Context: an optimization exercise on an open-source flow, tuned for small area. The choices shown serve that exercise and are no tape-out recipe. Only simulation tests tie the RTL to the original design; equivalence was not proved. No activity file was given, so power comes from the tool's default toggle rates.

==> design.v <==
package pong_geom_pkg;
  typedef logic signed [11:0] coord_t;
  localparam coord_t field_w      = 12'sd640;
  localparam coord_t field_h      = 12'sd480;
  localparam coord_t paddle_y_max = 12'sd555;  
  localparam coord_t wall_left   = 12'sd20;
  localparam coord_t wall_right  = field_w - 12'sd20;
  localparam coord_t wall_top    = 12'sd0;
  localparam coord_t wall_bottom = field_h;
  localparam coord_t goal_y_lo = 12'sd140;  
  localparam coord_t goal_y_hi = 12'sd340;
  localparam coord_t goal_x_lo = 12'sd21;   
  localparam coord_t goal_x_hi = 12'sd619;  
  localparam coord_t centre_x = field_w / 12'sd2;  
  localparam coord_t centre_y = field_h / 12'sd2;
  typedef struct packed {
    coord_t x;
    coord_t y;
  } point_t;
  function automatic logic [12:0] add13(input logic [12:0] a, input logic [12:0] b,
                                        input logic cin);
    logic [12:0] s;
    logic        c;
    c = cin;
    for (int i = 0; i < 13; i++) begin
      s[i] = a[i] ^ b[i] ^ c;
      c    = (a[i] & b[i]) | (c & (a[i] ^ b[i]));
    end
    add13 = s;
  endfunction
  function automatic logic [11:0] step12(input logic [11:0] v, input logic en,
                                         input logic dec);
    logic [11:0] r;
    logic        ones, zeros;
    ones  = 1'b1;
    zeros = 1'b1;
    for (int i = 0; i < 12; i++) begin
      r[i]  = v[i] ^ (en & (dec ? zeros : ones));
      ones  = ones & v[i];
      zeros = zeros & ~v[i];
    end
    step12 = r;
  endfunction
  function automatic logic ugt13(input logic [12:0] x, input logic [12:0] k);
    logic r;
    r = 1'b0;
    for (int i = 0; i < 13; i++) r = k[i] ? (x[i] & r) : (x[i] | r);
    ugt13 = r;
  endfunction
  function automatic logic ult13(input logic [12:0] x, input logic [12:0] k);
    logic r;
    r = 1'b0;
    for (int i = 0; i < 13; i++) r = k[i] ? (~x[i] | r) : (~x[i] & r);
    ult13 = r;
  endfunction
  function automatic logic sgt13(input logic [12:0] x, input logic [12:0] k);
    sgt13 = ugt13(x ^ 13'h1000, k ^ 13'h1000);
  endfunction
  function automatic logic slt13(input logic [12:0] x, input logic [12:0] k);
    slt13 = ult13(x ^ 13'h1000, k ^ 13'h1000);
  endfunction
  function automatic logic cgt(input coord_t x, input coord_t k);
    cgt = sgt13({x[11], x}, {k[11], k});
  endfunction
  function automatic logic clt(input coord_t x, input coord_t k);
    clt = slt13({x[11], x}, {k[11], k});
  endfunction
endpackage
package pong_play_pkg;
  typedef enum logic [2:0] {
    dir_up_right   = 3'd0,
    dir_up_left    = 3'd1,
    dir_down_left  = 3'd2,
    dir_down_right = 3'd3,
    dir_right      = 3'd4,  
    dir_left       = 3'd5
  } dir_t;
  typedef enum logic {
    st_idle,  
    st_play
  } game_state_t;
  typedef enum logic [1:0] {
    zone_upper,
    zone_centre,
    zone_lower
  } zone_t;
  typedef struct packed {
    logic  valid;  
    logic  back;   
    zone_t zone;
  } hit_t;
endpackage
module paddle_bank (
  input  logic         ball_clk,
  input  logic         reset,
  input  logic [3:0]   direction_switch,
  output logic [19:0]  base_y,   
  output logic [1:0]   merged,   
  output logic [143:0] paddles
);
  localparam logic [71:0] pad_x = {12'd590, 12'd50, 12'd490, 12'd150, 12'd490, 12'd150};
  for (genvar t = 0; t < 2; t++) begin : g_team
    logic [9:0]  y;
    logic        m;
    logic        go_down, go_up, at_ceil, at_floor;
    logic [11:0] y_nxt;
    assign go_down  = direction_switch[2*t] & ~direction_switch[2*t+1];
    assign go_up    = direction_switch[2*t+1] & ~direction_switch[2*t];
    assign at_ceil  = y[5] & y[3] & y[1] & y[0] & (m ? y[9] : y[8] & y[4]);
    assign at_floor = (y == 10'd0);
    assign y_nxt = go_up ? pong_geom_pkg::step12({2'b00, y}, 1'b1, 1'b1) : pong_geom_pkg::step12({2'b00, y}, go_down, 1'b0);
    always_ff @(posedge ball_clk or negedge reset) begin
      if (!reset) begin
        y <= 10'd120;
        m <= 1'b0;
      end else if (go_down & at_ceil) begin
        y <= 10'd0;
        m <= 1'b1;
      end else if (go_up & at_floor) begin
        y <= 10'd555;
        m <= 1'b1;
      end else begin
        y <= y_nxt[9:0];
      end
    end
    logic       s;
    logic [9:0] y_240, y_120;
    assign s = ~m;
    for (genvar i = 0; i < 10; i++) begin : g_add
      if (i < 4) begin : g_lo240
        assign y_240[i] = y[i];
      end else if (i == 4) begin : g_first240
        assign y_240[i] = y[i] ^ s;
      end else if (i < 8) begin : g_mid240
        assign y_240[i] = y[i] ^ (s & ~(|y[i-1:4]));
      end else begin : g_hi240
        assign y_240[i] = y[i] ^ (s & (|y[7:4]) & (&y[i-1:8] | (i == 8)));
      end
      if (i < 3) begin : g_lo120
        assign y_120[i] = y[i];
      end else if (i == 3) begin : g_first120
        assign y_120[i] = y[i] ^ s;
      end else if (i < 7) begin : g_mid120
        assign y_120[i] = y[i] ^ (s & ~(|y[i-1:3]));
      end else begin : g_hi120
        assign y_120[i] = y[i] ^ (s & (|y[6:3]) & (&y[i-1:7] | (i == 7)));
      end
    end
    assign base_y[10*t +: 10] = y;
    assign merged[t]          = m;
    assign paddles[24*t +: 24]     = {pad_x[12*(t) +: 12], 2'b00, y};
    assign paddles[24*(t+2) +: 24] = {pad_x[12*(t+2) +: 12], 2'b00, y_240};
    assign paddles[24*(t+4) +: 24] = {pad_x[12*(t+4) +: 12], 2'b00, y_120};
  end
endmodule
module paddle_hit_detect (
  input  logic [19:0]           base_y,
  input  logic [1:0]            merged,
  input  pong_geom_pkg::point_t ball,
  output pong_play_pkg::hit_t   hit
);
  pong_geom_pkg::coord_t      bx, by;
  logic        team_b;
  logic [9:0]  ys;
  logic        ms;
  logic [12:0] e;         
  logic        yw0, yw2, yw4;
  logic        near_f, near_b, far_f, far_b;
  logic        h0, h2, h4;
  assign bx = ball.x;
  assign by = ball.y;
  assign team_b = bx[9] ^ bx[8];
  assign ys     = team_b ? base_y[19:10] : base_y[9:0];
  assign ms     = team_b ? merged[1] : merged[0];
  logic [7:0] lo;    
  logic [12:0] hd;
  logic       bw;
  logic [6:0] el7;
  logic       hm1, hz, hp1, hp2;  
  logic [5:0] hdeq;               
  assign lo  = pong_geom_pkg::add13({6'b0, 1'b0, by[6:0]}, {6'b0, 1'b0, ~ys[6:0]}, 1'b1);
  assign bw  = ~lo[7];
  assign el7 = lo[6:0];
  assign hd  = pong_geom_pkg::add13({{8{by[11]}}, by[11:7]}, ~{10'b0, ys[9:7]}, 1'b1);
  for (genvar k = 0; k < 5; k++) begin : g_hd
    assign hdeq[k] = (hd[5:0] == 6'(k - 1));
  end
  assign hdeq[5] = 1'b0;
  assign hm1 = bw ? hdeq[1] : hdeq[0];
  assign hz  = bw ? hdeq[2] : hdeq[1];
  assign hp1 = bw ? hdeq[3] : hdeq[2];
  assign hp2 = bw ? hdeq[4] : hdeq[3];
  assign e   = {5'b0, hd[0] ^ bw, el7};
  logic w0, w2, w4;
  assign w0 = (hm1 & pong_geom_pkg::ugt13({6'b0, el7}, 13'd18)) |
              (hz  & pong_geom_pkg::ult13({6'b0, el7}, 13'd110));
  assign w2 = (hp1 & pong_geom_pkg::ugt13({6'b0, el7}, 13'd2)) |
              (hp2 & pong_geom_pkg::ult13({6'b0, el7}, 13'd94));
  assign w4 = (hz  & pong_geom_pkg::ugt13({6'b0, el7}, 13'd10)) |
              (hp1 & pong_geom_pkg::ult13({6'b0, el7}, 13'd102));
  assign yw0 = w0;
  assign yw2 = ms ? w0 : w2;
  assign yw4 = ms ? w0 : w4;
  always_comb begin
    if (team_b) begin
      near_f = pong_geom_pkg::cgt(bx, 12'sd425) & pong_geom_pkg::clt(bx, 12'sd490);
      near_b = pong_geom_pkg::cgt(bx, 12'sd490) & pong_geom_pkg::clt(bx, 12'sd555);
      far_f  = pong_geom_pkg::cgt(bx, 12'sd525) & pong_geom_pkg::clt(bx, 12'sd590);
      far_b  = pong_geom_pkg::cgt(bx, 12'sd590) & pong_geom_pkg::clt(bx, 12'sd655);
    end else begin
      near_f = pong_geom_pkg::cgt(bx, 12'sd85) & pong_geom_pkg::clt(bx, 12'sd150);
      near_b = pong_geom_pkg::cgt(bx, 12'sd150) & pong_geom_pkg::clt(bx, 12'sd215);
      far_f  = pong_geom_pkg::cgt(bx, -12'sd15) & pong_geom_pkg::clt(bx, 12'sd50);
      far_b  = pong_geom_pkg::cgt(bx, 12'sd50) & pong_geom_pkg::clt(bx, 12'sd115);
    end
  end
  assign h0 = (near_f | near_b) & yw0;
  assign h2 = (near_f | near_b) & yw2;
  assign h4 = (far_f | far_b) & yw4;
  logic [7:0] el;
  logic       up0, lo0, up2, lo2, up4, lo4;
  assign el  = e[7:0];
  assign up0 = pong_geom_pkg::ugt13({5'b0, el}, 13'd0)   & pong_geom_pkg::ult13({5'b0, el}, 13'd20);
  assign lo0 = pong_geom_pkg::ugt13({5'b0, el}, 13'd236);
  assign up2 = pong_geom_pkg::ugt13({5'b0, el}, 13'd240) | pong_geom_pkg::ult13({5'b0, el}, 13'd4);
  assign lo2 = pong_geom_pkg::ugt13({5'b0, el}, 13'd220) & pong_geom_pkg::ult13({5'b0, el}, 13'd240);
  assign up4 = pong_geom_pkg::ugt13({5'b0, el}, 13'd120) & pong_geom_pkg::ult13({5'b0, el}, 13'd140);
  assign lo4 = pong_geom_pkg::ugt13({5'b0, el}, 13'd100) & pong_geom_pkg::ult13({5'b0, el}, 13'd120);
  always_comb begin
    logic up, lo;
    hit.valid = h0 | h2 | h4;
    hit.back  = (h0 | h2) ? near_b : far_b;
    if (h0 | ms) begin
      up = up0; lo = lo0;
    end else if (h2) begin
      up = up2; lo = lo2;
    end else begin
      up = up4; lo = lo4;
    end
    if (up)      hit.zone = pong_play_pkg::zone_upper;
    else if (lo) hit.zone = pong_play_pkg::zone_lower;
    else         hit.zone = pong_play_pkg::zone_centre;
  end
endmodule
module ball_motion (
  input  logic                       ball_clk,
  input  logic                       reset,
  input  pong_play_pkg::game_state_t state,
  input  pong_play_pkg::dir_t        serve_dir,
  input  pong_play_pkg::hit_t        hit,
  output pong_geom_pkg::point_t      ball,
  output pong_play_pkg::dir_t        ball_dir
);
  logic [2:0]  d;
  logic        mv, left, up, down, xflip, yflip, neg;
  logic [12:0] sx, sy;
  logic [2:0]  nd;
  assign d    = ball_dir;
  assign left = d[0] ^ d[1];
  assign down = d[1];
  assign up   = ~d[2] & ~d[1];
  assign mv   = (state == pong_play_pkg::st_play);
  assign xflip = left ? (ball.x == 12'sd20) : (ball.x == 12'sd620);
  assign yflip = (up & (ball.y == 12'sd0)) | (down & (ball.y == 12'sd480));
  logic [2:0] dlo;
  logic [2:0] xlo;
  logic       clo;
  logic [11:0] xhi;
  assign neg = hit.valid ? ~hit.back : left;
  assign dlo = {hit.valid ^ neg, neg, 1'b1};
  always_comb begin
    logic c;
    c = 1'b0;
    for (int i = 0; i < 3; i++) begin
      xlo[i] = ball.x[i] ^ dlo[i] ^ c;
      c      = (ball.x[i] & dlo[i]) | (c & (ball.x[i] | dlo[i]));
    end
    clo = c;
  end
  assign xhi = pong_geom_pkg::step12({3'b000, ball.x[11:3]}, clo ^ neg, neg);
  assign sx  = {1'b0, xhi[8:0], xlo};
  assign sy  = {1'b0, up ? pong_geom_pkg::step12(ball.y, 1'b1, 1'b1) : pong_geom_pkg::step12(ball.y, down, 1'b0)};
  always_comb begin
    if (hit.valid)  nd = {hit.zone == pong_play_pkg::zone_centre,
                          hit.zone == pong_play_pkg::zone_lower, ~hit.back};
    else if (xflip) nd = d ^ 3'd1;
    else if (yflip) nd = d ^ 3'd3;
    else            nd = d;
  end
  always_ff @(posedge ball_clk or negedge reset) begin
    if (!reset) begin
      ball     <= {12'sd320, 12'sd240};
      ball_dir <= pong_play_pkg::dir_up_right;
    end else if (mv) begin
      ball     <= {sx[11:0], sy[11:0]};
      ball_dir <= pong_play_pkg::dir_t'(nd);
    end else begin
      ball     <= {12'sd320, 12'sd240};
      ball_dir <= serve_dir;
    end
  end
endmodule
module game_fsm (
  input  logic                       ball_clk,
  input  logic                       reset,
  input  logic                       start_game,  
  input  pong_geom_pkg::point_t      ball,
  output pong_play_pkg::game_state_t state,
  output pong_play_pkg::dir_t        serve_dir
);
  logic goal;
  assign goal = (state == pong_play_pkg::st_play) &
                pong_geom_pkg::cgt(ball.y, pong_geom_pkg::goal_y_lo) & pong_geom_pkg::clt(ball.y, pong_geom_pkg::goal_y_hi) &
                (pong_geom_pkg::clt(ball.x, pong_geom_pkg::goal_x_lo) | pong_geom_pkg::cgt(ball.x, pong_geom_pkg::goal_x_hi));
  always_ff @(posedge ball_clk or negedge reset) begin
    if (!reset) begin
      state     <= pong_play_pkg::st_idle;
      serve_dir <= pong_play_pkg::dir_up_right;
    end else begin
      case (state)
        pong_play_pkg::st_idle: if (!start_game) state <= pong_play_pkg::st_play;
        default:                if (goal) state <= pong_play_pkg::st_idle;
      endcase
      if (goal) begin
        case (serve_dir)
          pong_play_pkg::dir_up_right:   serve_dir <= pong_play_pkg::dir_up_left;
          pong_play_pkg::dir_up_left:    serve_dir <= pong_play_pkg::dir_down_left;
          pong_play_pkg::dir_down_left:  serve_dir <= pong_play_pkg::dir_down_right;
          pong_play_pkg::dir_down_right: serve_dir <= pong_play_pkg::dir_right;
          pong_play_pkg::dir_right:      serve_dir <= pong_play_pkg::dir_left;
          default:                       serve_dir <= pong_play_pkg::dir_up_right;
        endcase
      end
    end
  end
endmodule
module pong_top (
  input  logic                       ball_clk,
  input  logic                       reset,
  input  logic [3:0]                 direction_switch,
  input  logic                       start_game,
  output logic [143:0]               paddles,
  output pong_geom_pkg::point_t      ball,
  output pong_play_pkg::dir_t        ball_dir,
  output pong_play_pkg::game_state_t state
);
  logic [19:0]         base_y;
  logic [1:0]          merged;
  pong_play_pkg::hit_t hit;
  pong_play_pkg::dir_t serve_dir;
  paddle_bank u_paddle_bank (
    .ball_clk         (ball_clk),
    .reset            (reset),
    .direction_switch (direction_switch),
    .base_y           (base_y),
    .merged           (merged),
    .paddles          (paddles)
  );
  paddle_hit_detect u_paddle_hit_detect (
    .base_y (base_y),
    .merged (merged),
    .ball   (ball),
    .hit    (hit)
  );
  ball_motion u_ball_motion (
    .ball_clk  (ball_clk),
    .reset     (reset),
    .state     (state),
    .serve_dir (serve_dir),
    .hit       (hit),
    .ball      (ball),
    .ball_dir  (ball_dir)
  );
  game_fsm u_game_fsm (
    .ball_clk   (ball_clk),
    .reset      (reset),
    .start_game (start_game),
    .ball       (ball),
    .state      (state),
    .serve_dir  (serve_dir)
  );
endmodule
==> flow/run.sh <==
#!/bin/bash
# The standard layout (the standard.sh, unchanged synthesis), with these
# layout choices: ports buffered with the smallest buffer; constant outputs
# left on the single tie cells that synthesis made; after floorplanning, the
# combinational logic re-mapped for area by OpenROAD's restructure and every
# gate sized down to drive 1 (later repair sizes up where timing needs it);
# and no dummy clock loads in the clock tree.
set -euo pipefail
# restructure's ABC run reads a liberty file; give it one without the
# platform's don't-use cells
python3 flow/filter_lib.py "$FLOW_HOME/platforms/$FLOW_PLATFORM/lib/sky130_fd_sc_hd__tt_025C_1v80.lib" \
  "$PWD/restructure.lib" > filter_lib.log 2>&1
export RESTRUCTURE_LIB="$PWD/restructure.lib"
export BUFFER_PORTS_ARGS="-buffer_cell sky130_fd_sc_hd__buf_1"
export SKIP_REPAIR_TIE_FANOUT=1
export POST_FLOORPLAN_TCL="$PWD/flow/resynth.tcl"
export CTS_ARGS="-sink_clustering_enable -repair_clock_nets -dont_use_dummy_load -buf_list {sky130_fd_sc_hd__clkbuf_2 sky130_fd_sc_hd__clkbuf_4 sky130_fd_sc_hd__clkbuf_8}"
bash standard.sh > standard.log 2>&1
==> flow/downsize.tcl <==
# After floorplan: give every combinational cell the smallest drive strength
# of its own function. Synthesis sized some gates for loads they no longer
# see; the later repair steps size up again wherever timing needs it.
set lib_cells {}
foreach inst [get_cells *] {
  set master [get_property $inst ref_name]
  if { ![regexp {^(sky130_fd_sc_hd__)([a-z0-9]+)_([0-9]+)$} $master -> pfx base drive] } { continue }
  if { [string match "df*" $base] || [string match "sdf*" $base] || $base eq "conb"
       || [string match "tap*" $base] || [string match "clkbuf" $base] || [string match "clkinv*" $base] } { continue }
  set best ""
  set best_area 1e9
  foreach cand [get_lib_cells "*/${pfx}${base}_*"] {
    set cname [get_property $cand name]
    if { ![regexp "^${pfx}${base}_\[0-9\]+\$" $cname] } { continue }
    set a [get_property $cand area]
    if { $a < $best_area } { set best_area $a; set best $cname }
  }
  if { $best ne "" && $best ne $master } {
    puts "downsize [get_property $inst full_name] $master -> $best"
    replace_cell $inst $best
  }
}
==> flow/filter_lib.py <==
"""Copy a liberty file without the cells the platform marks don't-use
(sky130hd: the lpflow_* and probe* cells), for restructure's ABC run.
usage: python3 filter_lib.py IN.lib OUT.lib"""
import re
import sys

src = open(sys.argv[1]).read()
out = []
pos = 0
for m in re.finditer(r'\n\s*cell\s*\(\s*"?([\w]+)"?\s*\)\s*\{', src):
    if m.start() < pos:
        continue
    name = m.group(1)
    # find the end of this cell's block by brace matching
    depth = 0
    i = m.end() - 1
    while True:
        ch = src[i]
        if ch == '{':
            depth += 1
        elif ch == '}':
            depth -= 1
            if depth == 0:
                break
        i += 1
    if re.search(r'lpflow|probe', name):
        out.append(src[pos:m.start()])
        pos = i + 1
out.append(src[pos:])
open(sys.argv[2], 'w').write(''.join(out))
==> flow/resynth.tcl <==
# After floorplan: drop synthesis's buffers, let OpenROAD's restructure
# re-map the combinational logic for area (registers are left as they are),
# then give every gate the smallest drive strength of its function. The
# later repair steps size up or buffer wherever timing or slew need it.
set_dont_use $::env(DONT_USE_CELLS)
remove_buffers
set work_dir [file join $::env(OBJECTS_DIR) restructure]
file mkdir $work_dir
restructure -target area \
  -liberty_file $::env(RESTRUCTURE_LIB) \
  -tielo_port [join $::env(TIELO_CELL_AND_PORT) /] \
  -tiehi_port [join $::env(TIEHI_CELL_AND_PORT) /] \
  -work_dir $work_dir \
  -abc_logfile [file join $work_dir abc.log]
source [file join [file dirname [info script]] downsize.tcl]
==> standard.sh <==
#!/bin/bash
# synth_recipe.tcl (not shown) runs the flow's synth.tcl, then flattens the netlist and writes it again
# the make line also repeats each setting of config.mk as NAME=value (left out here)
make -C /OpenROAD-flow-scripts/flow DESIGN_CONFIG=/design/flow/config.mk WORK_HOME=/design/flow/orfs CLKGATE_MAP_FILE= SYNTH_SCRIPT=/design/flow/synth_recipe.tcl "${@:-finish}"
==> config.mk <==
export PLATFORM = sky130hd
export DESIGN_NAME = pong_top
export DESIGN_NICKNAME = pong_top
export VERILOG_FILES = /design/flow/design.v
export SDC_FILE = /design/flow/constraint.sdc
export NUM_CORES = 4
export LEC_CHECK = 0
export CAP_MARGIN = 20
export CORE_MARGIN = 2
export CORE_UTILIZATION = 40
export CTS_BUF_LIST = sky130_fd_sc_hd__clkbuf_2 sky130_fd_sc_hd__clkbuf_4 sky130_fd_sc_hd__clkbuf_8
export SLEW_MARGIN = 20
==> constraint.sdc <==
create_clock -name core_clock -period 8.0 [get_ports {ball_clk}]
set_input_delay 1.6000 -clock core_clock [delete_from_list [all_inputs] [get_ports {ball_clk}]]
set_output_delay 1.6000 -clock core_clock [all_outputs]
set_load 0.01 [all_outputs]
==> key figures, run 1 <==
Status
  – Outcome: timing/DRC/antenna clean

Cells and area
  – Antenna Cells: 0
  – Fill count: between 1000 and 1500
  – Layout Cells excl Fill: a little under 900
  – Layout cells sized above 1: under 10%
  – Nets: a little over 700
  – Area growth syn-to-layout: -8.991%
  – Fin area: a little under 0.005 sq mm

Critical path
  – Maximum fanout along the worst path: 10
  – R2R depth: 38
  – Crit-path max cell delay: 0.62 ns
  – Most used cell, CP: nor2_1
  – RR Startpoint: u_ball_motion.ball[20]
  – Critical path data required time: a little over 8 ns
  – Crit path arrival time: about 7.3 ns
  – Worst setup path startpoint: u_ball_motion.ball[20]
  – Reg2reg end: u_ball_motion.ball[23]
  – Critical Path End: u_ball_motion.ball[23]
  – Critical path endpoint category: flip-flop
  – Critical Path Source Type: flip-flop
  – R2R setup slack: between 0.9 and 1 ns
  – Critical path's slowest cell: dfstp_2
  – Kind of critical path: reg2reg

CTS
  – Setup Fix Bufs, Post-CTS: 0
  – CTS max path bufs: 2
  – Clock Pin Slew Worst Setup and Hold Paths: ~0.090 ns
  – Hold_buf cts: 0
  – Skew-Pair Late Insertion Delay: roughly 0.31 ns
  – # resized after CTS: 0
  – # clock sinks: 53
  – Root buffer cell: clkbuf_8
  – CTS tree: yes
  – H-Tree Level Count: 2
  – CTS Buf Count: 5

Yosys
  – Gate Count Post-Synth: between 600 and 700
  – Synth top area share: between 10% and 20%
  – Yosys reg bits: 53
  – Synth Flop Type: dfrtp_1
  – Most common cell in the netlist: buf_4
  – Ys Warns: 4
  – Synthesized area: roughly 0.0054 sq mm
  – Synthesized area per cell: between 7 and 8 sq um
  – Top cells by area, synth: dfrtp_1, buf_4, dfstp_2, nor2_1, xor2_1
  – Synth Net Count: between 700 and 800
  – Yosys cell types: 66
  – Commonest cells post-synth: buf_4, nor2_1, nand2_1
  – Synth area leader: dfrtp_1
  – Post-synthesis sequential area ratio: 24.70%
  – Async SR Flop Fraction: between 90% and 100%
  – Post-synth EDFFs: 0

Timing
  – Slew @ Worst Pin: a little over 0.7 ns
  – Worst slew margin: a little over half
  – Max Fclk: between 100 and 150 MHz
  – Final period utilization: between 80% and 90%
  – Setup violators final: 0
  – RSZ-0062 raised after global routing: no
  – Worst Skew: 0.02218 ns
  – Slew Viols, Final: 0
  – Fin crit period: between 7 and 8 ns
  – Final Hold Fails: 0
  – Final WS setup: 0.9531 ns
  – Setup_tns: 0 ns

Place
  – DP Area: between 0.004 and 0.005 sq mm
  – Hpwl dp: around 10 mm
  – Placed Instances: slightly below 900
  – Buffers on Ports: 94
  – Pre-CTS setup slack: between 0.4 and 0.5 ns
  – RD Place Congestion: ~0.89

Power and ir drop
  – Leak: between 1.5 and 2 nW
  – Power Density: 482.0 mW/mm^2
  – Total power draw: roughly 2.4 mW
  – Peak VDD IR: roughly 140 uV

Floorplanning
  – Ports: around 180
  – Starting Density: between 40% and 50%
  – Die area: 0.01455 sq mm
  – Num rows: 42
  – Die Span Y: approximately 120 microns
  – Core area: approximately 0.013 sq mm
  – Die Wd: 120.6 microns

Route
  – Average wire per standard cell: between 10 and 15 microns
  – DR pass1 iterations: 5
  – Drt drc: 0
  – Total number of vias: 4838
  – Final wirelength: around 13 mm
  – Starting DRT DRC Count: between 400 and 500
  – Drt via density: 5.460
  – Post-route ant nets: 0

Run
  – Max-Cap Viols: 0

GRT
  – Met3 Use GR: under 10%
  – Most Crowded Layer GR: met2
  – Total GRT Usage: ~18%
  – Largest net degree at the start of global routing: 57
  – M1 GR Usage: between 20 and 30%
  – First-pass GRT wire length: about 21 mm
  – GRT overflow: 0
  – Vias in the first global route: 4219
  – Antenna violations before repair: 0
  – GR Util met2: 28.99%

Worst hold path
  – Worst Hold Class: reg2reg
-- report_power, final --
group / internal (mW) / total (mW) / leakage, nW / switching [mW]
Combinational: 0.541 / 1.64 / 1.03 / 1.09
Sequential: 0.405 / 0.609 / 0.621 / 0.205
Clock: 0.0568 / 0.142 / 0.0359 / 0.0854
-- layer usage --
metal / part of all wire, % / wire length [microns]
met1: 48 / 6346
met5: 0 / 0
met2: 46 / 6082
met3: 5.2 / 692
met4: 0.61 / 80
-- layout make-up --
type / count / area, sq um / area share [%]
Timing Repair Buffer: 101 / 406.6 / 8.211
Clock buffer: 5 / 68.82 / 1.390
Sequential cell: 53 / 1344 / 27.13
Tap cell: 176 / 220.2 / 4.447
Inverter: 109 / 409.1 / 8.262
Multi-Input combinational cell: 442 / 2504 / 50.56
-- per-stage QoR --
step	hold slack, ns	utilization (%)
floorplan	0.4812	-
global placement	0.4947	36.65
detailed placement	0.5014	36.65
CTS	0.5257	37.17
global route	0.5669	37.40
finish	0.5220	37.40
-- worst min path at each step --
stage                                  from                         to  cells past startpoint
finish              u_game_fsm.serve_dir[0]  u_ball_motion.ball_dir[0]                      1
global placement    u_game_fsm.serve_dir[0]  u_ball_motion.ball_dir[0]                      1
detailed placement  u_game_fsm.serve_dir[0]  u_ball_motion.ball_dir[0]                      1
floorplan           u_game_fsm.serve_dir[1]    u_game_fsm.serve_dir[1]                      1
CTS                 u_game_fsm.serve_dir[0]  u_ball_motion.ball_dir[0]                      1
global route         u_ball_motion.ball[12]     u_ball_motion.ball[12]                      1
-- cell families (layout without fill, tap and decap cells) --
logic type               Yosys count  count (layout)  share of synthesized area, %
multiplexers                      26               0                         5.105
adder cells (fa/ha/maj)           25               0                         7.128
flip-flops                        53              53                         24.70
other                              2               2                        0.1380
buffers and inverters            173             215                         19.04
XOR/XNOR                          62               1                         10.12
AND/OR/NAND/NOR                  249             208                         21.78
AO/OA/AOI/OAI                     99             231                         12.00
-- registers in the layout, summed over array words and instances, names as in the netlist --
register / count
u_game_fsm.state: 1
u_game_fsm.serve_dir: 3
u_paddle_bank.g_team.y: 20
u_ball_motion.ball_dir: 3
u_ball_motion.ball: 24
u_paddle_bank.g_team.m: 2
-- cells in the final DEF, fill, tap and decap left out, drive strengths merged, types with 12 or more instances in the layout --
cell type  instances
a211oi            14
o22ai             29
nand3             19
a31oi             12
o21ai             65
dfstp             14
nand2             43
dfrtp             39
a21oi             27
buf              100
nor2             100
o311a             17
clkinv           109
nor3              26
-- worst max-delay path, delay by kind of cell (launching register included) --
family          cells  cell delay [ns]
compound gates     16             3.17
buf+inv             7             1.16
flops               1             0.62
simple gates       15             1.99
==> run 2, diff against run 1 <==
--- a/design.v
+++ b/design.v
@@ -217,29 +217,19 @@
   assign h0 = (near_f | near_b) & yw0;
   assign h2 = (near_f | near_b) & yw2;
   assign h4 = (far_f | far_b) & yw4;
-  logic [7:0] el;
-  logic       up0, lo0, up2, lo2, up4, lo4;
-  assign el  = e[7:0];
-  assign up0 = pong_geom_pkg::ugt13({5'b0, el}, 13'd0)   & pong_geom_pkg::ult13({5'b0, el}, 13'd20);
-  assign lo0 = pong_geom_pkg::ugt13({5'b0, el}, 13'd236);
-  assign up2 = pong_geom_pkg::ugt13({5'b0, el}, 13'd240) | pong_geom_pkg::ult13({5'b0, el}, 13'd4);
-  assign lo2 = pong_geom_pkg::ugt13({5'b0, el}, 13'd220) & pong_geom_pkg::ult13({5'b0, el}, 13'd240);
-  assign up4 = pong_geom_pkg::ugt13({5'b0, el}, 13'd120) & pong_geom_pkg::ult13({5'b0, el}, 13'd140);
-  assign lo4 = pong_geom_pkg::ugt13({5'b0, el}, 13'd100) & pong_geom_pkg::ult13({5'b0, el}, 13'd120);
+  logic [7:0]  off;
+  logic [12:0] u;
+  assign off = (h0 | ms) ? 8'd0 : h2 ? 8'd240 : 8'd120;
+  assign u   = pong_geom_pkg::add13({5'b00000, e[7:0]}, {5'b00000, ~off}, 1'b1);
   always_comb begin
-    logic up, lo;
     hit.valid = h0 | h2 | h4;
     hit.back  = (h0 | h2) ? near_b : far_b;
-    if (h0 | ms) begin
-      up = up0; lo = lo0;
-    end else if (h2) begin
-      up = up2; lo = lo2;
-    end else begin
-      up = up4; lo = lo4;
-    end
-    if (up)      hit.zone = pong_play_pkg::zone_upper;
-    else if (lo) hit.zone = pong_play_pkg::zone_lower;
-    else         hit.zone = pong_play_pkg::zone_centre;
+    if (pong_geom_pkg::ugt13({5'b0, u[7:0]}, 13'd0) & pong_geom_pkg::ult13({5'b0, u[7:0]}, 13'd20))
+      hit.zone = pong_play_pkg::zone_upper;
+    else if (pong_geom_pkg::ugt13({5'b0, u[7:0]}, 13'd236))
+      hit.zone = pong_play_pkg::zone_lower;
+    else
+      hit.zone = pong_play_pkg::zone_centre;
   end
 endmodule
 module ball_motion (
--- a/flow/resynth.tcl
+++ b/flow/resynth.tcl
@@ -6,10 +6,13 @@
 remove_buffers
 set work_dir [file join $::env(OBJECTS_DIR) restructure]
 file mkdir $work_dir
-restructure -target area \
-  -liberty_file $::env(RESTRUCTURE_LIB) \
-  -tielo_port [join $::env(TIELO_CELL_AND_PORT) /] \
-  -tiehi_port [join $::env(TIEHI_CELL_AND_PORT) /] \
-  -work_dir $work_dir \
-  -abc_logfile [file join $work_dir abc.log]
+# Two passes: the second still finds a little more
+for {set pass 0} {$pass < 2} {incr pass} {
+  restructure -target area \
+    -liberty_file $::env(RESTRUCTURE_LIB) \
+    -tielo_port [join $::env(TIELO_CELL_AND_PORT) /] \
+    -tiehi_port [join $::env(TIEHI_CELL_AND_PORT) /] \
+    -work_dir $work_dir \
+    -abc_logfile [file join $work_dir abc_$pass.log]
+}
 source [file join [file dirname [info script]] downsize.tcl]
--- a/config.mk
+++ b/config.mk
@@ -9,4 +9,5 @@
 export CORE_MARGIN = 2
 export CORE_UTILIZATION = 40
 export CTS_BUF_LIST = sky130_fd_sc_hd__clkbuf_2 sky130_fd_sc_hd__clkbuf_4 sky130_fd_sc_hd__clkbuf_8
+export GPL_TIMING_DRIVEN = 0
 export SLEW_MARGIN = 20
==> key figures, run 2 <==
Power and ir drop
  – Power Density: approximately 570 mW/mm^2
  – Leak: 1.670 nW
  – Peak VDD IR: around 250 uV
  – Total power draw: ~2.8 mW

Timing
  – Slew Viols, Final: 0
  – Setup violators final: 0
  – RSZ-0062 raised after global routing: no
  – Slew @ Worst Pin: around 0.85 ns
  – Worst slew margin: approximately 42%
  – Fin crit period: just over 7 ns
  – Setup_tns: 0 ns
  – Final WS setup: 0.9301 ns
  – Worst Skew: between 0.02 and 0.025 ns
  – Final Hold Fails: 0
  – Max Fclk: 141.4 MHz
  – Final period utilization: between 80% and 90%

GRT
  – First-pass GRT wire length: between 20 and 25 mm
  – Largest net degree at the start of global routing: 57
  – Vias in the first global route: around 4100
  – GRT overflow: 0
  – Total GRT Usage: between 10% and 20%
  – Antenna violations before repair: 0

Place
  – Pre-CTS setup slack: -0.7938 ns
  – Placed Instances: 864
  – Buffers on Ports: 94
  – RD Place Congestion: approximately 0.85
  – Hpwl dp: 9.520 mm

Yosys
  – Yosys cell types: 62
  – Post-synthesis mux area share: slightly above 5%
  – Post-synthesis compound-gate area fraction: between 10% and 20%
  – Top cells by area, synth: dfrtp_1, buf_4, dfstp_2, xor2_1, fa_1
  – Synth top area share: between 10% and 20%
  – Ys Warns: 4
  – Synthesized area: 0.005475 sq mm
  – Gate Count Post-Synth: between 600 and 700
  – Most common cell in the netlist: buf_4
  – Post-synthesis adder-cell area fraction: around 8.3%
  – Largest family of logic cells by synthesized area: simple AND/OR/NAND/NOR gates
  – Simple-gate share of the synthesized area: 22.42%
  – Async SR Flop Fraction: 100.0%
  – Post-synthesis sequential area ratio: ~25%
  – Synthesized area per cell: 8.064 sq um
  – Synth area leader: dfrtp_1
  – Xor and xnor fraction of the mapped netlist area: under 10%
  – Yosys reg bits: between 50 and 60
  – Synth Flop Type: dfrtp_1
  – Post-synth EDFFs: 0
  – Commonest cells post-synth: buf_4, nor2_1, nand2_1
  – Synth Net Count: approximately 720

Critical path
  – Most used cell, CP: nor2_1
  – Critical path's slowest cell: dfstp_2
  – RR Startpoint: u_ball_motion.ball[20]
  – Kind of critical path: reg2reg
  – Crit-path max cell delay: about 0.65 ns
  – Maximum fanout along the worst path: 11
  – Critical Path Source Type: flip-flop
  – R2R depth: 37
  – Critical path endpoint category: flip-flop
  – Worst setup path startpoint: u_ball_motion.ball[20]
  – Reg2reg end: u_ball_motion.ball[21]
  – Crit path arrival time: between 7 and 8 ns
  – R2R setup slack: about 0.93 ns
  – Critical path data required time: roughly 8 ns
  – Critical Path End: u_ball_motion.ball[21]

CTS
  – # clock sinks: 53
  – Hold_buf cts: 0
  – Skew-Pair Late Insertion Delay: 0.32 ns
  – CTS Buf Count: 5
  – Clock Pin Slew Worst Setup and Hold Paths: about 0.08 ns
  – H-Tree Level Count: 2
  – Root buffer cell: clkbuf_8
  – CTS max path bufs: 2
  – CTS tree: yes

Floorplanning
  – Die Span Y: about 120 microns
  – Ports: 179
  – Die area: about 0.015 sq mm
  – Die Wd: between 100 and 150 microns
  – Core area: between 0.01 and 0.015 sq mm
  – Num rows: 42
  – Starting Density: about two fifths

Worst hold path
  – Worst Hold Class: reg2reg

Status
  – Outcome: timing/DRC/antenna clean

Route
  – Final wirelength: about 12 mm
  – Starting DRT DRC Count: 354
  – Post-route ant nets: 0
  – Drt drc: 0
  – Drt via density: 5.367
  – Total number of vias: 4669
  – DR pass1 iterations: 5
  – Average wire per standard cell: about 14 microns

Cells and area
  – Top reg by flops: u_ball_motion.ball
  – Nets: 703
  – Largest registers: u_ball_motion.ball x24, u_paddle_bank.g_team.y x20
  – Commonest non-fill, non-tap cell in the layout: nor2_1
  – Antenna Cells: 0
  – Area growth syn-to-layout: -10.90%
  – Layout Cells excl Fill: slightly below 900
  – Largest register FFs: 24
  – Most frequent cells in the layout: nor2_1, buf_1, clkinv_1
  – Layout cells sized above 1: under 10%
  – Fin util: around 37%

Run
  – Max-Cap Viols: 0
-- run 2: critical path, delay by kind of cell, from the launching register on --
kind                   cells  cell delay [ns]
AOI/OAI and AO/OA         15             3.26
buffers and inverters      4             0.60
DFF                        1             0.65
and+or+nand+nor           18             2.43
-- run 2: logic make-up after synthesis --
group           after synthesis
fa+ha+maj                    29
buf+inv                     175
flops                        53
mux                          26
xor+xnor                     55
simple gates                239
compound gates              100
other cells                   2
-- run 2: metal layers --
metal	global-route usage, %	vias up	routed length [microns]
met5	0	-	0
met4	4.506	0	147
met3	3.665	12	661
met2	25.56	99	5616
met1	24.24	2152	5831
li1	-	2406	-
-- run 2: worst min-delay path by stage --
stage	start	depth (start not counted)	to	slack, ns
final	u_game_fsm.serve_dir[2]	2	u_game_fsm.serve_dir[2]	0.53
after global placement	u_game_fsm.serve_dir[2]	2	u_game_fsm.serve_dir[2]	0.51
after global routing	u_game_fsm.serve_dir[2]	2	u_game_fsm.serve_dir[2]	0.58
after detailed placement	u_game_fsm.serve_dir[2]	2	u_game_fsm.serve_dir[2]	0.52
after CTS	u_game_fsm.serve_dir[2]	2	u_game_fsm.serve_dir[2]	0.54
after floorplan	u_game_fsm.serve_dir[2]	1	u_game_fsm.serve_dir[2]	0.50
-- run 2: area by class of cell --
cell class                 count  area (sq um)
clock buffer                   5         68.82
fill                        1453          8417
tap                          176         220.2
inverter                      94         357.8
sequential                    53          1345
timing repair buffer          96         381.6
multi-input combinational    446          2505
-- run 2: repair_timing --
action | CTS | global route
resized for setup | 4 | 15
buffers inserted | 1 | 0
pin swaps | 1 | 0
endpoints found under the setup margin | 9 | 9
-- run 2: where the power goes --
| part | total [mW] | switching [mW] | internal, mW |
|---|---|---|---|
| clock network | 0.140 | 0.0833 | 0.0567 |
| registers | 0.606 | 0.202 | 0.403 |
| logic | 2.02 | 1.30 | 0.719 |
-- run 2: metrics by stage --
stage	instance area [sq um]	hold slack [ns]
global placement	4720	0.5066
floorplan	5475	0.5041
detailed placement	4741	0.5191
finish	4878	0.5334
CTS	4832	0.5394
global route	4878	0.5792
==> run 3, diff against run 2 <==
--- a/config.mk
+++ b/config.mk
@@ -9,5 +9,4 @@
 export CORE_MARGIN = 2
 export CORE_UTILIZATION = 40
 export CTS_BUF_LIST = sky130_fd_sc_hd__clkbuf_2 sky130_fd_sc_hd__clkbuf_4 sky130_fd_sc_hd__clkbuf_8
-export GPL_TIMING_DRIVEN = 0
 export SLEW_MARGIN = 20
==> key figures, run 3 <==
Yosys
  – Yosys reg bits: 53
  – Yosys cell types: between 60 and 70
  – Top cells by area, synth: dfrtp_1, buf_4, dfstp_2, xor2_1, fa_1
  – Synthesized area per cell: approximately 8.1 sq um
  – Synth Flop Type: dfrtp_1
  – Ys Warns: 4
  – Synthesized area: between 0.005 and 0.006 sq mm
  – Synth Net Count: between 700 and 800
  – Post-synthesis sequential area ratio: 24.54%
  – Post-synth EDFFs: 0
  – Gate Count Post-Synth: between 600 and 700
  – Synth top area share: about 18%
  – Most common cell in the netlist: buf_4
  – Async SR Flop Fraction: 100.0%
  – Commonest cells post-synth: buf_4, nor2_1, nand2_1
  – Synth area leader: dfrtp_1

GRT
  – Vias in the first global route: ~4100
  – GRT overflow: 0
  – First-pass GRT wire length: 20.62 mm
  – Antenna violations before repair: 0
  – Largest net degree at the start of global routing: 57
  – Total GRT Usage: between 15 and 20%

CTS
  – H-Tree Level Count: 2
  – CTS Buf Count: 5
  – Clock Pin Slew Worst Setup and Hold Paths: around 0.090 ns
  – Hold_buf cts: 0
  – CTS max path bufs: 2
  – Root buffer cell: clkbuf_8
  – CTS tree: yes
  – Skew-Pair Late Insertion Delay: around 0.33 ns
  – # clock sinks: between 50 and 60
  – Setup Fix Bufs, Post-CTS: 0

Critical path
  – Maximum fanout along the worst path: 11
  – Crit-path max cell delay: between 0.6 and 0.7 ns
  – R2R depth: 37
  – Critical path endpoint category: flip-flop
  – Critical path data required time: 8.21 ns
  – Kind of critical path: reg2reg
  – Critical path's slowest cell: dfstp_2
  – Most used cell, CP: nor2_1
  – RR Startpoint: u_ball_motion.ball[20]
  – Crit path arrival time: roughly 7.2 ns
  – Reg2reg end: u_ball_motion.ball[21]
  – R2R setup slack: roughly 1.1 ns
  – Critical Path Source Type: flip-flop

Power and ir drop
  – Peak VDD IR: 220.9 uV
  – Internal power: ~1.2 mW
  – Leak: between 1.5 and 2 nW
  – Net Sw Frac: ~58%
  – Part of the power in the clock network: under 10%
  – Reg power frac: about 22%
  – Logic pwr share: roughly 73%
  – Power Density: ~570 mW/mm^2
  – Psw: between 1.5 and 2 mW

Floorplanning
  – Die Wd: between 100 and 150 microns
  – Core area: roughly 0.013 sq mm
  – Starting Density: about two fifths
  – Die area: 0.01464 sq mm
  – Die Span Y: about 120 microns
  – Num rows: 42
  – Ports: 179

Cells and area
  – Fill count: around 1400
  – Fin area: approximately 0.0048 sq mm
  – Layout cells sized above 1: between 4 and 5%
  – Largest registers: u_ball_motion.ball x24, u_paddle_bank.g_team.y x20
  – Commonest non-fill, non-tap cell in the layout: nor2_1
  – Top reg by flops: u_ball_motion.ball
  – Antenna Cells: 0
  – Largest register FFs: 24
  – Area growth syn-to-layout: -11.61%
  – Fin util: 36.40%
  – Register area: 0.001345 sq mm
  – Area of the multi-input gates: 0.002480 sq mm
  – Most frequent cells in the layout: nor2_1, buf_1, clkinv_1
  – Nets: around 700

Run
  – Max-Cap Viols: 0

Timing
  – Slew @ Worst Pin: between 0.9 and 1 ns
  – Final Hold Fails: 0
  – Max Fclk: roughly 140 MHz
  – Final period utilization: between 80 and 90%
  – Setup_tns: 0 ns
  – RSZ-0062 raised after global routing: no
  – Fin crit period: 6.933 ns
  – Worst Skew: ~0.016 ns
  – Worst slew margin: between 30% and 40%
  – Setup violators final: 0
  – Fin Hold WS: approximately 0.53 ns
  – Slew Viols, Final: 0
  – Final WS setup: approximately 1.1 ns

Place
  – Hpwl dp: between 9 and 10 mm
  – Pre-CTS setup slack: around 0.32 ns
  – Buffers on Ports: 94
  – RD Place Congestion: a little under 0.9
  – DP Area: 0.004736 sq mm

Worst hold path
  – Worst Hold Class: reg2reg
  – Hold Path Origin: u_game_fsm.serve_dir[2]
  – Hold path cells: 2
  – Hold Path End: u_game_fsm.serve_dir[2]

Route
  – Drt drc: 0
  – Starting DRT DRC Count: approximately 340
  – Final wirelength: between 10 and 15 mm
  – Post-route ant nets: 0
  – Drt via density: between 5 and 6
  – Total number of vias: 4722
  – Average wire per standard cell: about 15 microns
  – DR pass1 iterations: 5

Status
  – Outcome: timing/DRC/antenna clean
==> run 3: through the flow <==
step	cells	power (mW)
floorplan	679	2.426
global placement	865	2.562
detailed placement	865	2.556
CTS	870	2.714
global route	870	3.069
finish	870	2.763
==> run 3: layout make-up <==
class | instances | share of cell area, %
inverters | 94 | 7.368
well taps | 176 | 4.550
clock buffers | 5 | 1.422
multi-input cells | 446 | 51.24
flip-flops and latches | 53 | 27.79
repair buffers | 96 | 7.627
==> run 3: worst max-delay path by stage <==
stage | startpoint | endpoint | slack (ns) | cells after the start
2_1_floorplan | u_ball_motion.ball[20] | u_ball_motion.ball_dir[2] | 0.51 | 26
3_3_place_gp | u_ball_motion.ball[21] | u_ball_motion.ball[20] | 0.59 | 38
3_5_place_dp | u_ball_motion.ball[20] | u_ball_motion.ball[21] | 0.32 | 36
4_1_cts | u_ball_motion.ball[21] | u_ball_motion.ball[21] | 0.27 | 37
5_1_grt | u_ball_motion.ball[20] | u_ball_motion.ball[21] | 0.05 | 38
6_report | u_ball_motion.ball[20] | u_ball_motion.ball[21] | 1.07 | 37
==> run 3: layer usage <==
| metal | share of wire [%] | global-route usage, % | up-vias |
|---|---|---|---|
| met4 | 2.2 | 6.250 | 0 |
| met1 | 47 | 24.67 | 2144 |
| met2 | 44 | 25.95 | 155 |
| met5 | 0 | 0 | - |
| met3 | 6.3 | 2.585 | 22 |
| li1 | - | - | 2401 |
==> run 3: logic make-up (layout without fill, tap and decap cells) <==
logic type	Yosys count	in the layout	synth area share [%]
AND/OR/NAND/NOR	239	214	22.42
other	2	2	0.1372
AO/OA/AOI/OAI	100	228	11.61
buffers and inverters	175	195	19.04
multiplexers	26	1	5.187
XOR/XNOR	55	1	8.798
flip-flops	53	53	24.54
adder cells (fa/ha/maj)	29	0	8.272
==> run 3: power groups by stage <==
stage | sequential (mW) | combinational (mW) | clock [mW]
floorplan | 0.569 | 1.86 | 0
global placement | 0.609 | 1.95 | 0
detailed placement | 0.606 | 1.95 | 0
CTS | 0.603 | 1.96 | 0.151
global route | 0.634 | 2.27 | 0.162
finish | 0.606 | 2.01 | 0.146
==> run 3: timing repair <==
action / 4_1_cts / 5_1_grt
endpoints found under the setup margin: 0 / 12
resized for setup: 0 / 14
endpoints found under the hold margin: 0 / 0
==> run 3: worst max-delay path: cells and delay by family (launching register included) <==
kind,cells,cell delay [ns]
buffers and inverters,5,0.75
flip-flops,1,0.61
AO/OA/AOI/OAI,16,3.51
AND/OR/NAND/NOR,16,1.97
==> run 4, diff against run 3 <==
--- a/config.mk
+++ b/config.mk
@@ -5,8 +5,8 @@
 export SDC_FILE = /design/flow/constraint.sdc
 export NUM_CORES = 4
 export LEC_CHECK = 0
-export CAP_MARGIN = 20
+export CAP_MARGIN = 0
 export CORE_MARGIN = 2
 export CORE_UTILIZATION = 40
 export CTS_BUF_LIST = sky130_fd_sc_hd__clkbuf_2 sky130_fd_sc_hd__clkbuf_4 sky130_fd_sc_hd__clkbuf_8
-export SLEW_MARGIN = 20
+export SLEW_MARGIN = 0
==> key figures, run 4 <==
Status
  – Outcome: timing/DRC/antenna clean

Floorplanning
  – Die Span Y: approximately 120 microns
  – Starting Density: approximately 41%
  – Core area: around 0.013 sq mm
  – Die Wd: 121.0 microns
  – Ports: 179
  – Die area: 0.01464 sq mm
  – Num rows: 42

Yosys
  – Synthesized area per cell: ~8.1 sq um
  – Synth top area share: about 18%
  – Gate Count Post-Synth: roughly 680
  – Post-synthesis sequential area ratio: roughly 25%
  – Ys Warns: 4
  – Yosys cell types: 62
  – Xor and xnor fraction of the mapped netlist area: 8.798%
  – Synth area leader: dfrtp_1
  – Yosys reg bits: between 50 and 60
  – Post-synthesis adder-cell area fraction: under 10%
  – Synthesized area: approximately 0.0055 sq mm
  – Top cells by area, synth: dfrtp_1, buf_4, dfstp_2, xor2_1, fa_1
  – Commonest cells post-synth: buf_4, nor2_1, nand2_1
  – Async SR Flop Fraction: 100.0%
  – Synth Flop Type: dfrtp_1
  – Simple-gate share of the synthesized area: between 20% and 30%
  – Post-synthesis mux area share: under 10%
  – Post-synthesis compound-gate area fraction: around 12%
  – Post-synth EDFFs: 0
  – Most common cell in the netlist: buf_4
  – Largest family of logic cells by synthesized area: simple AND/OR/NAND/NOR gates
  – Synth Net Count: ~720

Run
  – Max-Cap Viols: 0

Route
  – Starting DRT DRC Count: 335
  – Drt via density: ~5.4
  – Highest metal used: met4
  – Drt drc: 0
  – Final wirelength: 12.62 mm
  – Average wire per standard cell: 14.51 microns
  – Metal-1 WL: between 5 and 6 mm
  – Wire length on met2: around 5.6 mm
  – Metal3 WL: ~800 microns
  – DR pass1 iterations: 5
  – Post-route ant nets: 0
  – Total number of vias: between 4000 and 5000

Cells and area
  – Layout Cells excl Fill: 870
  – Fin area: just under 0.005 sq mm
  – Largest registers: u_ball_motion.ball x24, u_paddle_bank.g_team.y x20
  – Nets: 703
  – Commonest non-fill, non-tap cell in the layout: nor2_1
  – Top reg by flops: u_ball_motion.ball
  – Most frequent cells in the layout: nor2_1, buf_1, clkinv_1
  – Largest register FFs: 24
  – Area growth syn-to-layout: -11.61%
  – Antenna Cells: 0
  – Fin util: 36.40%
  – Layout cells sized above 1: 4.323%

Timing
  – Final Hold Fails: 0
  – RSZ-0062 raised after global routing: no
  – Worst Skew: approximately 0.016 ns
  – Setup violators final: 0
  – Fin crit period: around 6.9 ns
  – Setup_tns: 0 ns
  – Worst slew margin: 36.90%
  – Slew @ Worst Pin: between 0.9 and 1 ns
  – Slew Viols, Final: 0
  – Final period utilization: approximately 87%
  – Max Fclk: 144.2 MHz

GRT
  – GRT overflow: 0
  – Total GRT Usage: roughly 17%
  – Largest net degree at the start of global routing: 57
  – Vias in the first global route: between 4000 and 5000
  – Antenna violations before repair: 0
  – First-pass GRT wire length: 20.62 mm

Place
  – Placed Instances: slightly below 900
  – Hpwl dp: between 9 and 10 mm
  – Buffers on Ports: 94
  – DP Area: ~0.0047 sq mm
  – RD Place Congestion: 0.8807

CTS
  – Skew-Pair Late Insertion Delay: ~0.33 ns
  – CTS Buf Count: 5
  – Root buffer cell: clkbuf_8
  – Clock Pin Slew Worst Setup and Hold Paths: 0.09 ns
  – H-Tree Level Count: 2
  – CTS max path bufs: 2
  – # clock sinks: 53
  – Hold_buf cts: 0
  – CTS tree: yes

Critical path
  – Most used cell, CP: nor2_1
  – Crit-path max cell delay: 0.61 ns
  – Critical path's slowest cell: dfstp_2
  – Critical path endpoint category: flip-flop
  – Maximum fanout along the worst path: 11
  – RR Startpoint: u_ball_motion.ball[20]
  – Kind of critical path: reg2reg
  – Delay-heaviest family, CP: compound AO/OA/AOI/OAI gates
  – R2R setup slack: between 1 and 1.5 ns
  – Critical Path Source Type: flip-flop
  – Critical path data required time: roughly 8 ns
  – Reg2reg end: u_ball_motion.ball[21]
  – R2R depth: 37
  – Buffers & Inverters on Critical Path: 5
  – Crit path arrival time: 7.15 ns

Worst hold path
  – Hold Path End: u_game_fsm.serve_dir[2]
  – Hold Path Origin: u_game_fsm.serve_dir[2]
  – Worst Hold Class: reg2reg
  – Hold path cells: 2

Power and ir drop
  – Peak VDD IR: 220.9 uV
  – Power Density: about 570 mW/mm^2
  – Leak: between 1.5 and 2 nW
run 4: logic make-up after synthesis:
group,after synthesis
AND/OR/NAND/NOR,239
XOR/XNOR,55
flip-flops,53
AO/OA/AOI/OAI,100
other,2
multiplexers,26
buffers and inverters,175
adder cells (fa/ha/maj),29
run 4: stage by stage:
| stage | total power [mW] | hold slack (ns) | worst slack, ns |
|---|---|---|---|
| after floorplan | 2.426 | 0.5041 | 0.5060 |
| after global placement | 2.562 | 0.5109 | 0.5932 |
| after detailed placement | 2.556 | 0.5183 | 0.3250 |
| after CTS | 2.714 | 0.5393 | 0.2724 |
| after global routing | 3.069 | 0.5625 | 0.05386 |
| final | 2.763 | 0.5309 | 1.067 |
run 4: tightest hold or removal path, stage by stage, from the launching register on:
cell and delay (ns):
dfrtp_1 0.36, a32oi_1 0.05, nor2_1 0.08
run 4: what timing repair did:
item,CTS,global route
setup buffers,0,0
endpoints found under the setup margin,0,12
resized for setup,0,14
run 4: worst max-delay path by stage:
stage	startpoint	end	slack, ns	cells after the start
CTS	u_ball_motion.ball[21]	u_ball_motion.ball[21]	0.27	37
floorplan	u_ball_motion.ball[20]	u_ball_motion.ball_dir[2]	0.51	26
global route	u_ball_motion.ball[20]	u_ball_motion.ball[21]	0.05	38
detailed placement	u_ball_motion.ball[20]	u_ball_motion.ball[21]	0.32	36
finish	u_ball_motion.ball[20]	u_ball_motion.ball[21]	1.07	37
global placement	u_ball_motion.ball[21]	u_ball_motion.ball[20]	0.59	38
run 4: cell type report:
class / instances / area [sq um]
fill: 1430 / 8456
multi-input combinational: 446 / 2480
sequential: 53 / 1345
timing repair buffer: 96 / 369.1
inverter: 94 / 356.6
tap: 176 / 220.2
clock buffer: 5 / 68.82
run 4: power by group:
group	switching, mW	internal (mW)	leakage [nW]
logic	1.31	0.704	0.991
clock network	0.0895	0.0568	0.0359
registers	0.202	0.403	0.633
run 4: routing by layer:
layer  global-route usage (%)  up-vias
met2                    25.95      155
met1                    24.67     2144
met5                        0        -
li1                         -     2401
met3                    2.585       22
met4                    6.250        0

[separate check: timing with driven ports]
How much do the figures lean on ideal ports? The routed layouts below were timed once more, with nothing changed but the port constraints. Step 1 (the two cells are an assumption about what drives the block):
set clk [get_ports {ball_clk}]
set_driving_cell -lib_cell sky130_fd_sc_hd__clkbuf_16 $clk
set_driving_cell -lib_cell sky130_fd_sc_hd__buf_2 [delete_from_list [all_inputs] $clk]
Step 2, shift: input delay + t, output delay - t, t = (earliest + latest rising clock arrival at the registers) / 2. This alone moves slack from input paths to output paths. Slacks: ideal ports / drivers / drivers and shift; pairs: ideal ports / drivers.
| run | shift t [ns] | setup slack, ns | worst data-port slew with drivers (ns) |
|---|---|---|---|
| run 1 | 0.335 | 0.953 / 0.953 / 0.953 | 0.03 |
| run 2 | 0.339 | 0.930 / 0.930 / 0.930 | 0.03 |
| run 3 | 0.356 | 1.067 / 1.067 / 1.067 | 0.03 |
| run 4 | 0.356 | 1.067 / 1.067 / 1.067 | 0.03 |
After both steps setup and hold are still met in every run listed.
